What follows belongs to an exercise in optimizing a design on an open flow for small area, a short achievable clock period and few clock cycles; a production flow would make more cautious choices. In this exercise RTL edits were held to simulation tests only and were not proved equivalent to the original.

==> flow/design.v (excerpt) <==
module screlu_output_dot_product_core #(
    parameter int QA_LIMIT    = scrod_pkg::QA_LIMIT_DEF,
    parameter int QB_SCALE    = scrod_pkg::QB_SCALE_DEF,
    parameter int OUT_SCALE   = scrod_pkg::OUT_SCALE_DEF,
    parameter int NUM_BUCKETS = scrod_pkg::NUM_BUCKETS_DEF
) (
    input  logic                                clk,
    input  logic                                rst_n,
    input  logic                                push,
    output logic                                full,
    input  logic signed [scrod_pkg::ACT_W-1:0]  activation,
    input  logic signed [scrod_pkg::WGT_W-1:0]  weight,
    input  logic [scrod_pkg::BKT_W-1:0]         bucket,
    input  logic                                last,
    output logic                                empty,
    input  logic                                pop,
    output logic signed [scrod_pkg::EVAL_W-1:0] eval,
    input  logic                                cfg_we,
    input  logic [scrod_pkg::CFG_IDX_W-1:0]     cfg_index,
    input  logic [scrod_pkg::CFG_DAT_W-1:0]     cfg_data
);
Size in the first run: roughly 3600 cells after synthesis, about 660 flip-flops, ~100 I/O pins, roughly 0.037 mm² of cells after synthesis.
Settings: LEC_CHECK=0, ABC_AREA=1, CAP_MARGIN=20, CORE_MARGIN=2, CORE_UTILIZATION=40, CTS_CLUSTER_DIAMETER=100, CTS_CLUSTER_SIZE=30, SETUP_SLACK_MARGIN=5.0, SLEW_MARGIN=20; clock period 8.5 ns.
standard.sh (not shown) runs the stock make flow with config.mk's settings and CLKGATE_MAP_FILE= SYNTH_SCRIPT=/design/flow/synth_recipe.tcl, a recipe that flattens the netlist after the stock synthesis.
==> flow/flow/run.sh <==
#!/bin/bash
# Layout flow: the standard flow (standard synthesis, floorplan, placement, CTS,
# routing, finish) run whole through standard.sh, with two changes to how the layout
# is made: the port buffers are sky130_fd_sc_hd__buf_2 cells instead of the flow's
# default choice (every port still gets its buffer), and timing repair aims for a
# setup slack margin of SETUP_MARGIN ns. The clock period and constraints are the standard flow's.
set -euo pipefail
SETUP_MARGIN=5.3
export BUFFER_PORTS_ARGS="-buffer_cell sky130_fd_sc_hd__buf_2"
bash standard.sh SETUP_SLACK_MARGIN=$SETUP_MARGIN finish > standard_flow.log 2>&1
The starting point completed with no timing, DRC or antenna violations.
Testbench counts at the start, summed over its fixed seeds: cycles 37,459.
Next try:
ABC_AREA = 0   (was 1)
CTS_CLUSTER_DIAMETER = 90   (was 100)
CTS_CLUSTER_SIZE = 25   (was 30)
Synthesized area came out lower by 5.5%.
Via count goes down by 11%.
Non-clock buffer count increases by 98.
Setup slack loses 0.55 ns.
Hold slack is worse by 0.0059 ns.
Wire length falls by 5.9%.
Die area is lower by 5.4%.

---

Setup of old:
Another version of the RTL of screlu_output_dot_product_core (not shown whole).
Size in the first run: ~650 flip-flops, roughly 100 I/O pins, roughly 37000 um^2 of cells after synthesis.
==> flow/config.mk <==
export PLATFORM = sky130hd
export DESIGN_NAME = screlu_output_dot_product_core
export DESIGN_NICKNAME = screlu_output_dot_product_core
export VERILOG_FILES = /design/flow/design.v
export SDC_FILE = /design/flow/constraint.sdc
export NUM_CORES = 4
export LEC_CHECK = 0
export ABC_AREA = 1
export CAP_MARGIN = 20
export CORE_MARGIN = 2
export CORE_UTILIZATION = 40
export CTS_CLUSTER_DIAMETER = 100
export CTS_CLUSTER_SIZE = 30
export SETUP_SLACK_MARGIN = 5.0
export SLEW_MARGIN = 20
==> flow/constraint.sdc <==
create_clock -name core_clock -period 8.5 [get_ports {clk}]
set_input_delay 1.7000 -clock core_clock [delete_from_list [all_inputs] [get_ports {clk}]]
set_output_delay 1.7000 -clock core_clock [all_outputs]
set_load 0.01 [all_outputs]
Scripts as last shown in full above: flow/flow/run.sh
Testbench counts of old, summed over its fixed seeds: cycles 37,149.
Changes in new relative to old:
==> flow/run.sh (new file) <==
#!/bin/bash
# synth_recipe.tcl (not shown) runs the flow's synth.tcl, then flattens the netlist and writes it again
# the make line also repeats each setting of config.mk as NAME=value (left out here)
make -C /OpenROAD-flow-scripts/flow DESIGN_CONFIG=/design/flow/config.mk WORK_HOME=/design/flow/orfs CLKGATE_MAP_FILE= SYNTH_SCRIPT=/design/flow/synth_recipe.tcl finish
removed: flow/flow/run.sh
removed: flow/standard.sh
==> comparison <==
In the metrics for new and old, the one carrying the lower total wire length is new. new: overall global routing resource usage 0.22 points below old. Compared to old, new has critical path depth 15 lower. Detailed-routing wirelength on met1: new vs old down 0.40%.

## what the ideal ports hide
The results above use ideal ports. As a check the final layouts listed here were re-extracted and re-timed, cells and wires unchanged. Step 1 sets driving cells, clkbuf_16 on the clock port and buf_2 on the other inputs (assumed; they add their load-dependent delay and slew). Step 2, shift: input delay + t, output delay - t, t = (earliest + latest rising clock arrival at the registers) / 2. This alone moves slack from input paths to output paths. a / b / c = ideal / step 1 / step 2; a / b = the first two.
run | t (ns) | setup slack, ns | hold WS [ns] | clock arrival spread, ns
the first run of note 1 | 0.709 | 5.214 / 5.258 / 4.550 | 0.338 / 0.338 / 0.338 | 0.065 / 0.065
the second run of note 1 | 0.663 | 4.661 / 4.661 / 4.661 | 0.332 / 0.332 / 0.332 | 0.048 / 0.048
old | 0.700 | 5.283 / 5.283 / 4.819 | 0.334 / 0.334 / 0.334 | 0.061 / 0.061
new | 0.718 | 5.103 / 5.036 / 4.455 | 0.338 / 0.338 / 0.338 | 0.057 / 0.057
After both steps every run listed still meets setup and hold. For the first run of note 1, which loses most, drivers alone change the setup slack by +0.044 ns; drivers and shift together by -0.664 ns.
